This is an optimization exercise on Yosys and OpenROAD, whose aim is small area and a short achievable clock period, not a production implementation. Function was checked by simulation only, so behaviour that the tests miss may differ from the original. No activity file was given, so power comes from the tool's default toggle rates.

===== config.mk =====
export PLATFORM = sky130hd
export DESIGN_NAME = mipsExMemPath
export DESIGN_NICKNAME = mipsExMemPath
export VERILOG_FILES = /design/flow/design.v
export SDC_FILE = /design/flow/constraint.sdc
export NUM_CORES = 4
export LEC_CHECK = 0
export CAP_MARGIN = 20
export CORE_MARGIN = 2
export CORE_UTILIZATION = 35
export PLACE_DENSITY = 0.45
export SLEW_MARGIN = 20
export SYNTH_MEMORY_MAX_BITS = 16384

===== constraint.sdc =====
create_clock -name core_clock -period 7.0 [get_ports {Clk}]
set_input_delay 1.4000 -clock core_clock [delete_from_list [all_inputs] [get_ports {Clk}]]
set_output_delay 1.4000 -clock core_clock [all_outputs]
set_load 0.01 [all_outputs]

===== design.v =====
`default_nettype none
package mipsPkg;
  typedef enum logic [5:0] {
    OpSpecial = 6'h00,
    OpJal     = 6'h03,
    OpBeq     = 6'h04,
    OpBne     = 6'h05,
    OpAddiu   = 6'h09,
    OpSlti    = 6'h0a,
    OpAndi    = 6'h0c,
    OpOri     = 6'h0d,
    OpLui     = 6'h0f,
    OpLb      = 6'h20,
    OpLh      = 6'h21,
    OpLw      = 6'h23,
    OpLbu     = 6'h24,
    OpLhu     = 6'h25,
    OpSb      = 6'h28,
    OpSh      = 6'h29,
    OpSw      = 6'h2b
  } opcodeT;
  typedef enum logic [5:0] {
    FnSll  = 6'h00,
    FnSrl  = 6'h02,
    FnAddu = 6'h21,
    FnSubu = 6'h23,
    FnAnd  = 6'h24,
    FnOr   = 6'h25,
    FnXor  = 6'h26,
    FnSlt  = 6'h2a,
    FnSltu = 6'h2b
  } functT;
  typedef enum logic [3:0] {
    AluAdd,
    AluSub,
    AluAnd,
    AluOr,
    AluXor,
    AluSlt,
    AluSltu,
    AluSll,
    AluSrl,
    AluLui
  } aluOpT;
  typedef enum logic [1:0] {
    MemByte = 2'd0,
    MemHalf = 2'd1,
    MemWord = 2'd2
  } memSizeT;
  typedef enum logic [1:0] {
    WbAlu  = 2'd0,
    WbMem  = 2'd1,
    WbLink = 2'd2
  } wbSrcT;
  localparam int DataMemWords    = 256;
  localparam int DataMemAddrBits = $clog2(DataMemWords);
endpackage
`default_nettype wire
`default_nettype none
module controlDecoder (
  input  wire                    Clk,
  input  wire                    Reset,
  input  wire                    InstrValid,
  input  wire [31:0]             Instr,
  input  wire [31:0]             RsValue,
  input  wire [31:0]             RtValue,
  input  wire [31:0]             PcPlus4,
  output mipsPkg::aluOpT         AluOp,
  output logic                   AluSrcImm,
  output logic                   MemRead,
  output logic                   MemWrite,
  output mipsPkg::memSizeT       MemSize,
  output logic                   MemUnsigned,
  output logic                   Branch,
  output logic                   BranchNe,
  output logic                   RegWrite,
  output mipsPkg::wbSrcT         WbSrc,
  output logic [31:0]            OperandA,
  output logic [31:0]            OperandB,
  output logic [4:0]             Shamt,
  output logic [31:0]            Imm,
  output logic [31:0]            StoreData,
  output logic [31:0]            PcPlus4Ex,
  output logic [4:0]             WriteReg
);
  mipsPkg::opcodeT  opcode;
  mipsPkg::functT   funct;
  mipsPkg::memSizeT accessSize;
  logic             immZeroExt;
  logic [31:0]      immNext;
  mipsPkg::aluOpT   aluOpNext;
  mipsPkg::memSizeT memSizeNext;
  mipsPkg::wbSrcT   wbSrcNext;
  logic             aluSrcImmNext;
  logic             memReadNext;
  logic             memWriteNext;
  logic             memUnsignedNext;
  logic             branchNext;
  logic             branchNeNext;
  logic             regWriteNext;
  logic [4:0]       writeRegNext;
  assign opcode = mipsPkg::opcodeT'(Instr[31:26]);
  assign funct  = mipsPkg::functT'(Instr[5:0]);
  assign immZeroExt = (opcode == mipsPkg::OpAndi) || (opcode == mipsPkg::OpOri);
  assign immNext    = immZeroExt ? {16'd0, Instr[15:0]} : {{16{Instr[15]}}, Instr[15:0]};
  always_comb begin
    if (Instr[27]) begin
      accessSize = mipsPkg::MemWord;
    end else if (Instr[26]) begin
      accessSize = mipsPkg::MemHalf;
    end else begin
      accessSize = mipsPkg::MemByte;
    end
  end
  always_comb begin
    aluOpNext       = mipsPkg::AluAdd;
    aluSrcImmNext   = 1'b0;
    memReadNext     = 1'b0;
    memWriteNext    = 1'b0;
    memSizeNext     = mipsPkg::MemWord;
    memUnsignedNext = 1'b0;
    branchNext      = 1'b0;
    branchNeNext    = 1'b0;
    regWriteNext    = 1'b0;
    wbSrcNext       = mipsPkg::WbAlu;
    writeRegNext    = Instr[20:16];
    if (InstrValid) begin
      case (opcode)
        mipsPkg::OpSpecial: begin
          writeRegNext = Instr[15:11];
          regWriteNext = 1'b1;
          case (funct)
            mipsPkg::FnAddu: aluOpNext = mipsPkg::AluAdd;
            mipsPkg::FnSubu: aluOpNext = mipsPkg::AluSub;
            mipsPkg::FnAnd:  aluOpNext = mipsPkg::AluAnd;
            mipsPkg::FnOr:   aluOpNext = mipsPkg::AluOr;
            mipsPkg::FnXor:  aluOpNext = mipsPkg::AluXor;
            mipsPkg::FnSlt:  aluOpNext = mipsPkg::AluSlt;
            mipsPkg::FnSltu: aluOpNext = mipsPkg::AluSltu;
            mipsPkg::FnSll:  aluOpNext = mipsPkg::AluSll;
            mipsPkg::FnSrl:  aluOpNext = mipsPkg::AluSrl;
            default:         regWriteNext = 1'b0;
          endcase
        end
        mipsPkg::OpAddiu, mipsPkg::OpSlti, mipsPkg::OpAndi, mipsPkg::OpOri,
        mipsPkg::OpLui: begin
          aluSrcImmNext = 1'b1;
          regWriteNext  = 1'b1;
          case (opcode)
            mipsPkg::OpSlti: aluOpNext = mipsPkg::AluSlt;
            mipsPkg::OpAndi: aluOpNext = mipsPkg::AluAnd;
            mipsPkg::OpOri:  aluOpNext = mipsPkg::AluOr;
            mipsPkg::OpLui:  aluOpNext = mipsPkg::AluLui;
            default:         aluOpNext = mipsPkg::AluAdd;
          endcase
        end
        mipsPkg::OpLb, mipsPkg::OpLh, mipsPkg::OpLw, mipsPkg::OpLbu,
        mipsPkg::OpLhu: begin
          aluSrcImmNext   = 1'b1;
          memReadNext     = 1'b1;
          memSizeNext     = accessSize;
          memUnsignedNext = Instr[28];
          regWriteNext    = 1'b1;
          wbSrcNext       = mipsPkg::WbMem;
        end
        mipsPkg::OpSb, mipsPkg::OpSh, mipsPkg::OpSw: begin
          aluSrcImmNext = 1'b1;
          memWriteNext  = 1'b1;
          memSizeNext   = accessSize;
        end
        mipsPkg::OpBeq, mipsPkg::OpBne: begin
          aluOpNext    = mipsPkg::AluSub;
          branchNext   = 1'b1;
          branchNeNext = (opcode == mipsPkg::OpBne);
        end
        mipsPkg::OpJal: begin
          regWriteNext = 1'b1;
          wbSrcNext    = mipsPkg::WbLink;
          writeRegNext = 5'd31;
        end
        default: begin
        end
      endcase
    end
  end
  always_ff @(posedge Clk or posedge Reset) begin
    if (Reset) begin
      AluOp       <= mipsPkg::AluAdd;
      AluSrcImm   <= 1'b0;
      MemRead     <= 1'b0;
      MemWrite    <= 1'b0;
      MemSize     <= mipsPkg::MemWord;
      MemUnsigned <= 1'b0;
      Branch      <= 1'b0;
      BranchNe    <= 1'b0;
      RegWrite    <= 1'b0;
      WbSrc       <= mipsPkg::WbAlu;
      OperandA    <= '0;
      OperandB    <= '0;
      Shamt       <= '0;
      Imm         <= '0;
      StoreData   <= '0;
      PcPlus4Ex   <= '0;
      WriteReg    <= '0;
    end else begin
      AluOp       <= aluOpNext;
      AluSrcImm   <= aluSrcImmNext;
      MemRead     <= memReadNext;
      MemWrite    <= memWriteNext;
      MemSize     <= memSizeNext;
      MemUnsigned <= memUnsignedNext;
      Branch      <= branchNext;
      BranchNe    <= branchNeNext;
      RegWrite    <= regWriteNext;
      WbSrc       <= wbSrcNext;
      OperandA    <= RsValue;
      OperandB    <= RtValue;
      Shamt       <= Instr[10:6];
      Imm         <= immNext;
      StoreData   <= RtValue;
      PcPlus4Ex   <= PcPlus4;
      WriteReg    <= writeRegNext;
    end
  end
endmodule
`default_nettype wire
`default_nettype none
module aluExecute (
  input  wire mipsPkg::aluOpT AluOp,
  input  wire                 AluSrcImm,
  input  wire [31:0]          OperandA,
  input  wire [31:0]          OperandB,
  input  wire [4:0]           Shamt,
  input  wire [31:0]          Imm,
  input  wire [31:0]          PcPlus4Ex,
  input  wire                 Branch,
  input  wire                 BranchNe,
  output logic [31:0]         AluResult,
  output logic                Zero,
  output logic [31:0]         BranchTarget,
  output logic                BranchTaken
);
  logic [31:0] aluB;
  assign aluB = AluSrcImm ? Imm : OperandB;
  always_comb begin
    case (AluOp)
      mipsPkg::AluAdd:  AluResult = OperandA + aluB;
      mipsPkg::AluSub:  AluResult = OperandA - aluB;
      mipsPkg::AluAnd:  AluResult = OperandA & aluB;
      mipsPkg::AluOr:   AluResult = OperandA | aluB;
      mipsPkg::AluXor:  AluResult = OperandA ^ aluB;
      mipsPkg::AluSlt:  AluResult = {31'd0, $signed(OperandA) < $signed(aluB)};
      mipsPkg::AluSltu: AluResult = {31'd0, OperandA < aluB};
      mipsPkg::AluSll:  AluResult = aluB << Shamt;
      mipsPkg::AluSrl:  AluResult = aluB >> Shamt;
      mipsPkg::AluLui:  AluResult = {aluB[15:0], 16'd0};
      default:          AluResult = '0;
    endcase
  end
  assign Zero = (AluResult == 32'd0);
  assign BranchTarget = PcPlus4Ex + {Imm[29:0], 2'b00};
  assign BranchTaken = Branch && (Zero ^ BranchNe);
endmodule
`default_nettype wire
`default_nettype none
module exMemReg (
  input  wire                   Clk,
  input  wire                   Reset,
  input  wire [31:0]            AluResultIn,
  input  wire                   ZeroIn,
  input  wire [31:0]            BranchTargetIn,
  input  wire                   BranchTakenIn,
  input  wire [31:0]            StoreDataIn,
  input  wire [31:0]            PcPlus4In,
  input  wire [4:0]             WriteRegIn,
  input  wire                   RegWriteIn,
  input  wire                   MemReadIn,
  input  wire                   MemWriteIn,
  input  wire mipsPkg::memSizeT MemSizeIn,
  input  wire                   MemUnsignedIn,
  input  wire mipsPkg::wbSrcT   WbSrcIn,
  output logic [31:0]           AluResultOut,
  output logic                  ZeroOut,
  output logic [31:0]           BranchTargetOut,
  output logic                  BranchTakenOut,
  output logic [31:0]           StoreDataOut,
  output logic [31:0]           PcPlus4Out,
  output logic [4:0]            WriteRegOut,
  output logic                  RegWriteOut,
  output logic                  MemReadOut,
  output logic                  MemWriteOut,
  output mipsPkg::memSizeT      MemSizeOut,
  output logic                  MemUnsignedOut,
  output mipsPkg::wbSrcT        WbSrcOut
);
  always_ff @(posedge Clk or posedge Reset) begin
    if (Reset) begin
      AluResultOut    <= '0;
      ZeroOut         <= 1'b0;
      BranchTargetOut <= '0;
      BranchTakenOut  <= 1'b0;
      StoreDataOut    <= '0;
      PcPlus4Out      <= '0;
      WriteRegOut     <= '0;
      RegWriteOut     <= 1'b0;
      MemReadOut      <= 1'b0;
      MemWriteOut     <= 1'b0;
      MemSizeOut      <= mipsPkg::MemWord;
      MemUnsignedOut  <= 1'b0;
      WbSrcOut        <= mipsPkg::WbAlu;
    end else begin
      AluResultOut    <= AluResultIn;
      ZeroOut         <= ZeroIn;
      BranchTargetOut <= BranchTargetIn;
      BranchTakenOut  <= BranchTakenIn;
      StoreDataOut    <= StoreDataIn;
      PcPlus4Out      <= PcPlus4In;
      WriteRegOut     <= WriteRegIn;
      RegWriteOut     <= RegWriteIn;
      MemReadOut      <= MemReadIn;
      MemWriteOut     <= MemWriteIn;
      MemSizeOut      <= MemSizeIn;
      MemUnsignedOut  <= MemUnsignedIn;
      WbSrcOut        <= WbSrcIn;
    end
  end
endmodule
`default_nettype wire
`default_nettype none
module dataMemStage (
  input  wire                   Clk,
  input  wire                   MemRead,
  input  wire                   MemWrite,
  input  wire mipsPkg::memSizeT MemSize,
  input  wire                   MemUnsigned,
  input  wire [31:0]            Address,
  input  wire [31:0]            StoreData,
  output logic [31:0]           LoadData
);
  logic [31:0]                         mem [mipsPkg::DataMemWords];
  logic [mipsPkg::DataMemAddrBits-1:0] wordIdx;
  logic [3:0]                          byteEn;
  logic [31:0]                         laneData;
  logic [31:0]                         readWord;
  logic [7:0]                          loadByte;
  logic [15:0]                         loadHalf;
  assign wordIdx = Address[mipsPkg::DataMemAddrBits+1:2];
  always_comb begin
    case (MemSize)
      mipsPkg::MemByte: begin
        byteEn   = 4'b0001 << Address[1:0];
        laneData = {4{StoreData[7:0]}};
      end
      mipsPkg::MemHalf: begin
        byteEn   = Address[1] ? 4'b1100 : 4'b0011;
        laneData = {2{StoreData[15:0]}};
      end
      default: begin
        byteEn   = 4'b1111;
        laneData = StoreData;
      end
    endcase
  end
  always_ff @(posedge Clk) begin
    if (MemWrite) begin
      for (int lane = 0; lane < 4; lane++) begin
        if (byteEn[lane]) begin
          mem[wordIdx][8*lane +: 8] <= laneData[8*lane +: 8];
        end
      end
    end
  end
  assign readWord = mem[wordIdx];
  assign loadByte = readWord[{Address[1:0], 3'b000} +: 8];
  assign loadHalf = Address[1] ? readWord[31:16] : readWord[15:0];
  always_comb begin
    LoadData = '0;
    if (MemRead) begin
      case (MemSize)
        mipsPkg::MemByte: LoadData = {{24{!MemUnsigned && loadByte[7]}}, loadByte};
        mipsPkg::MemHalf: LoadData = {{16{!MemUnsigned && loadHalf[15]}}, loadHalf};
        default:          LoadData = readWord;
      endcase
    end
  end
endmodule
`default_nettype wire
`default_nettype none
module memWbResult (
  input  wire                 Clk,
  input  wire                 Reset,
  input  wire                 RegWrite,
  input  wire [4:0]           WriteReg,
  input  wire mipsPkg::wbSrcT WbSrc,
  input  wire [31:0]          AluResult,
  input  wire [31:0]          LoadData,
  input  wire [31:0]          PcPlus4,
  output logic                WbRegWrite,
  output logic [4:0]          WbWriteReg,
  output logic [31:0]         WbData
);
  logic [31:0] resultNext;
  always_comb begin
    case (WbSrc)
      mipsPkg::WbMem:  resultNext = LoadData;
      mipsPkg::WbLink: resultNext = PcPlus4 + 32'd4;
      default:         resultNext = AluResult;
    endcase
  end
  always_ff @(posedge Clk or posedge Reset) begin
    if (Reset) begin
      WbRegWrite <= 1'b0;
      WbWriteReg <= '0;
      WbData     <= '0;
    end else begin
      WbRegWrite <= RegWrite && (WriteReg != 5'd0);
      WbWriteReg <= WriteReg;
      WbData     <= resultNext;
    end
  end
endmodule
`default_nettype wire
`default_nettype none
module mipsExMemPath (
  input  wire         Clk,
  input  wire         Reset,
  input  wire         InstrValid,
  input  wire [31:0]  Instr,
  input  wire [31:0]  RsValue,
  input  wire [31:0]  RtValue,
  input  wire [31:0]  PcPlus4,
  output logic        BranchTaken,
  output logic [31:0] BranchTarget,
  output logic        WbRegWrite,
  output logic [4:0]  WbWriteReg,
  output logic [31:0] WbData
);
  mipsPkg::aluOpT   exAluOp;
  mipsPkg::memSizeT exMemSize;
  mipsPkg::wbSrcT   exWbSrc;
  logic             exAluSrcImm;
  logic             exMemRead;
  logic             exMemWrite;
  logic             exMemUnsigned;
  logic             exBranch;
  logic             exBranchNe;
  logic             exRegWrite;
  logic [31:0]      exOperandA;
  logic [31:0]      exOperandB;
  logic [4:0]       exShamt;
  logic [31:0]      exImm;
  logic [31:0]      exStoreData;
  logic [31:0]      exPcPlus4;
  logic [4:0]       exWriteReg;
  logic [31:0]      exAluResult;
  logic             exZero;
  logic [31:0]      exBranchTarget;
  logic             exBranchTaken;
  mipsPkg::memSizeT memSize;
  mipsPkg::wbSrcT   memWbSrc;
  logic [31:0]      memAluResult;
  logic [31:0]      memStoreData;
  logic [31:0]      memPcPlus4;
  logic [4:0]       memWriteReg;
  logic             memRegWrite;
  logic             memRead;
  logic             memWrite;
  logic             memUnsigned;
  logic [31:0]      memLoadData;
  controlDecoder decode (
    .Clk(Clk), .Reset(Reset), .InstrValid(InstrValid), .Instr(Instr),
    .RsValue(RsValue), .RtValue(RtValue), .PcPlus4(PcPlus4),
    .AluOp(exAluOp), .AluSrcImm(exAluSrcImm), .MemRead(exMemRead),
    .MemWrite(exMemWrite), .MemSize(exMemSize), .MemUnsigned(exMemUnsigned),
    .Branch(exBranch), .BranchNe(exBranchNe), .RegWrite(exRegWrite),
    .WbSrc(exWbSrc), .OperandA(exOperandA), .OperandB(exOperandB),
    .Shamt(exShamt), .Imm(exImm), .StoreData(exStoreData),
    .PcPlus4Ex(exPcPlus4), .WriteReg(exWriteReg)
  );
  aluExecute execute (
    .AluOp(exAluOp), .AluSrcImm(exAluSrcImm), .OperandA(exOperandA),
    .OperandB(exOperandB), .Shamt(exShamt), .Imm(exImm), .PcPlus4Ex(exPcPlus4),
    .Branch(exBranch), .BranchNe(exBranchNe), .AluResult(exAluResult),
    .Zero(exZero), .BranchTarget(exBranchTarget), .BranchTaken(exBranchTaken)
  );
  exMemReg exMem (
    .Clk(Clk), .Reset(Reset),
    .AluResultIn(exAluResult), .ZeroIn(exZero), .BranchTargetIn(exBranchTarget),
    .BranchTakenIn(exBranchTaken), .StoreDataIn(exStoreData), .PcPlus4In(exPcPlus4),
    .WriteRegIn(exWriteReg), .RegWriteIn(exRegWrite), .MemReadIn(exMemRead),
    .MemWriteIn(exMemWrite), .MemSizeIn(exMemSize), .MemUnsignedIn(exMemUnsigned),
    .WbSrcIn(exWbSrc),
    .AluResultOut(memAluResult), .ZeroOut(), .BranchTargetOut(BranchTarget),
    .BranchTakenOut(BranchTaken), .StoreDataOut(memStoreData), .PcPlus4Out(memPcPlus4),
    .WriteRegOut(memWriteReg), .RegWriteOut(memRegWrite), .MemReadOut(memRead),
    .MemWriteOut(memWrite), .MemSizeOut(memSize), .MemUnsignedOut(memUnsigned),
    .WbSrcOut(memWbSrc)
  );
  dataMemStage dataMem (
    .Clk(Clk), .MemRead(memRead), .MemWrite(memWrite), .MemSize(memSize),
    .MemUnsigned(memUnsigned), .Address(memAluResult), .StoreData(memStoreData),
    .LoadData(memLoadData)
  );
  memWbResult memWb (
    .Clk(Clk), .Reset(Reset), .RegWrite(memRegWrite), .WriteReg(memWriteReg),
    .WbSrc(memWbSrc), .AluResult(memAluResult), .LoadData(memLoadData),
    .PcPlus4(memPcPlus4), .WbRegWrite(WbRegWrite), .WbWriteReg(WbWriteReg),
    .WbData(WbData)
  );
endmodule
`default_nettype wire

===== run.sh =====
#!/bin/bash
# synth_recipe.tcl (not shown) runs the flow's synth.tcl, then flattens the netlist and writes it again
# the make line also repeats each setting of config.mk as NAME=value (left out here)
make -C /OpenROAD-flow-scripts/flow DESIGN_CONFIG=/design/flow/config.mk WORK_HOME=/design/flow/orfs CLKGATE_MAP_FILE= SYNTH_SCRIPT=/design/flow/synth_recipe.tcl finish

==> notes.md <==
-- area by class of cell --
class	count	area [um2]
diodes	117	293
clock buffers	1170	24300
clock inverters	454	3600
fillers	85700	577000
inverters	128	492
multi-input cells	6228	80700
flip-flops and latches	8503	254000
well taps	12900	16100
repair buffers	915	9070
-- cell usage after synthesis, types with 12 or more instances --
| library cell | n | area (um2) |
|---|---|---|
| a2111oi_0 | 16 | 140 |
| xor2_1 | 17 | 149 |
| mux2_2 | 59 | 664 |
| nand2b_1 | 51 | 319 |
| nand4_1 | 29 | 181 |
| a31oi_1 | 26 | 163 |
| edfxtp_1 | 8192 | 246000 |
| o21a_1 | 15 | 113 |
| o2111ai_1 | 15 | 131 |
| nor2_1 | 1259 | 4730 |
| buf_1 | 104 | 390 |
| inv_1 | 123 | 462 |
| or2_2 | 12 | 75.1 |
| xnor2_1 | 58 | 508 |
| ha_1 | 131 | 1640 |
| a21oi_1 | 213 | 1070 |
| buf_6 | 15 | 169 |
| and2_1 | 23 | 144 |
| a222oi_1 | 18 | 180 |
| o21bai_1 | 18 | 135 |
| mux2i_1 | 143 | 1430 |
| mux4_2 | 2645 | 59600 |
| nand3_1 | 74 | 370 |
| a22oi_1 | 141 | 1060 |
| nor3_1 | 81 | 405 |
| o31ai_1 | 18 | 135 |
| and3_1 | 23 | 144 |
| nor4_1 | 25 | 156 |
| a22o_1 | 15 | 131 |
| a21o_1 | 20 | 150 |
| nand2_1 | 532 | 2000 |
| a211oi_1 | 44 | 330 |
| clkbuf_1 | 465 | 1750 |
| buf_2 | 304 | 1520 |
| o22ai_1 | 29 | 181 |
| or4_1 | 12 | 90.1 |
| o21ai_0 | 150 | 751 |
| o211ai_1 | 53 | 398 |
| dfrtp_1 | 309 | 7730 |
| o221ai_1 | 18 | 158 |
| or3_1 | 16 | 100 |
| a221oi_1 | 25 | 219 |
| o311ai_0 | 12 | 105 |
| buf_4 | 65 | 488 |
| nor2b_1 | 38 | 238 |
-- metrics by stage --
| step | utilization | area (um2) | worst slack, ns | hold slack, ns | instances |
|---|---|---|---|---|---|
| 2_1_floorplan | - | 339000 | 0.172 | 0.331 | 15800 |
| 3_3_place_gp | 0.373 | 360000 | 0.471 | 0.332 | 28600 |
| 3_5_place_dp | 0.373 | 360000 | 0.721 | 0.338 | 28600 |
| 4_1_cts | 0.402 | 388000 | 0.703 | 0.345 | 30300 |
| 5_1_grt | 0.402 | 388000 | 0.333 | 0.356 | 30300 |
| 6_report | 0.402 | 388000 | 0.573 | 0.342 | 30400 |
-- logic make-up after synthesis --
| group | count (synthesis) | synth area share |
|---|---|---|
| DFF | 8503 | 0.750 |
| buffers and inverters | 1083 | 0.0142 |
| adders and majority gates | 134 | 0.00502 |
| AOI/OAI and AO/OA | 959 | 0.0194 |
| muxes | 2847 | 0.182 |
| xor gates and xnor gates | 75 | 0.00194 |
| and+or+nand+nor | 2213 | 0.0274 |
-- state kept, by name (all words and copies together) (netlist names), 4 cells and up --
name                   cells
dataMem.mem             8192
decode.AluOp               4
decode.Imm                17
decode.OperandA           32
decode.OperandB           32
decode.PcPlus4Ex          32
decode.WriteReg            5
exMem.AluResultOut        32
exMem.BranchTargetOut     32
exMem.PcPlus4Out          30
exMem.StoreDataOut        32
exMem.WriteRegOut          5
memWb.WbData              32
memWb.WbWriteReg           5
-- per-layer routing --
| layer | global-route usage | wire length, um |
|---|---|---|
| met5 | 0 | 118 |
| met4 | 0.0791 | 42800 |
| met3 | 0.0348 | 68400 |
| met2 | 0.370 | 546000 |
| met1 | 0.324 | 486000 |
-- power groups by stage --
stage	clock [mW]	combinational, mW	sequential (mW)
final	46.5	22.7	56.6
after global routing	49.2	23.3	56.5
after CTS	47.4	22.8	56.6
after detailed placement	0	22.8	57.6
after global placement	0	22.7	57.7
after floorplan	0	11.6	57.5
-- path summary, 6_finish.rpt --
check | start | end | slack [ns] | cells after the start
max reg2reg | decode.AluSrcImm | exMem.BranchTakenOut | 0.57 | 19
min reg2reg | decode.WriteReg[3] | exMem.WriteRegOut[3] | 0.34 | 0
max | decode.AluSrcImm | exMem.BranchTakenOut | 0.57 | 19
max in group asynchronous | Reset | exMem.AluResultOut[2] | 4.78 | 4
min in group asynchronous | Reset | exMem.BranchTargetOut[29] | 0.57 | 2
min | decode.WriteReg[3] | exMem.WriteRegOut[3] | 0.34 | 0
==> qor.yml <==
grt_pass1_wl_um: 1550000
ys_seq_elements: 8503
drt-vias-per-instance: 5.61
drv_slew: 0
insertion_delay_ns: 1.23
syn_avg_cell_area_um2: 21.4
clk_path_buf_depth: 5
drt_wl_total_um: 1140000
cp-start-kind: "flip-flop"
cp_cell_sequence: "buf_4 > and2_1 > buf_4 > a21oi_1 > buf_4 > ha_1 > or4_4 > or3_1 > a21oi_1 > nor3_1 > o21ai_2 > a2111oi_2 > or4_1 > a2111o_1 > or4_1 > nor4_1 > nand2b_1 > or4_1 > a21boi_1"
grt_usage: 0.231
cts-root-buf: "clkbuf_16"
hpwl_um: 774000
max_freq_ghz: 0.156
synthFlopType: "edfxtp_1"
grt_antenna_before_repair: 114
h-tree-depth: 6
finalSetupTns_ns: 0
cts_buffers: 924
hold_viol_final: 0
fp.coreArea_mm2: 0.965
yosysWarnings: 5
postCtsResizedCells: 0
via_count: 170000
grt_pass1_vias: 171000
hold_class: "reg -> reg"
cts_sinks: 8503
pwr-share-comb: 0.180
swShare: 0.277
worst_path_largest_cell_delay_ns: 0.58
final_cell_mix: "edfxtp_1 (8192), mux4_2 (2645), nor2_1 (1194)"
die_area_mm2: 0.975
synth-edff-count: 8192
critical_path_buf_inv_count: 3
final_antenna_net_count: 0
crit_fanout: 16
pwr-share-seq: 0.450
rsz0062_at_grt: "no"
final_net_count: 17000
drive_gt1_frac: 0.274
p_clk_frac: 0.370
cp.required_ns: 8.08
internal_power_mw: 90.9
gp_congestion: 0.903
drc: 0
syn_inst: 15800
vdd_drop_max_uv: 213
criticalPathCategory: "reg -> reg"
drt_iter0_drc: 21000
worst_slew_margin_rel: 0.0534
first_pass_iters: 9
cts_tree: "built"
overflow: 0
fp.dieH_um: 987
fp.dieW_um: 987
holdBufCountCts: 0
finalClockSkew_ns: 0.120
start_util: 0.351
clk_pin_slew_ns: 0.06
syn_area_mm2: 0.338
async_reset_ff_frac: 0.0366
post-route-period-util: 0.918
cts_setup_buffers: 0
p_per_area_mw_per_mm2: 324
seq_area_frac_synth: 0.750
grt_max_degree: 176
maxCapViolCount: 0
syn-num-nets: 16100
worstMarginPinSlew_ns: 1.42
finalCriticalPeriod_ns: 6.43
finalSetupViolCount: 0
cpMaxStageDelayCell: "or4_4"
leakage_nw: 120
status: "timing/DRC/antenna clean"
area_growth_pct: 14.8
cpLargestDelayFamily: "simple AND/OR/NAND/NOR gates"
synth_cell_type_count: 90
p_switching_mw: 34.8
cp-end-kind: "flip-flop"
critPathArrivalTime_ns: 7.51
post_drt_wl_per_cell_um: 37.6
final_common_cell: "edfxtp_1"
io_buffer_count: 196
power_mw: 126
io_pins: 202
fp-row-count: 361

-- port drivers added, routing unchanged --
No port has a modelled driver above. Below, the same layout with a new extraction and two added sets of constraints. Step 1: set_driving_cell puts a clkbuf_16 on Clk and a buf_2 on each other input, an assumption about the parent block. Step 2 times the ports against the registers' clock, not the clock port: input delays grow and output delays shrink by t, the midpoint of the rising clock arrivals with the driver on. Three values: no drivers, after step 1, after step 2; two values: the first two.
t (ns): 1.298
setup slack, ns: 0.573 / 0.573 / 0.573
worst slew at a driven data input, ns: 0.13
After both steps this run still meets setup and hold. The setup slack of this run moves by 0.000 ns with the drivers and by 0.000 ns with both steps.
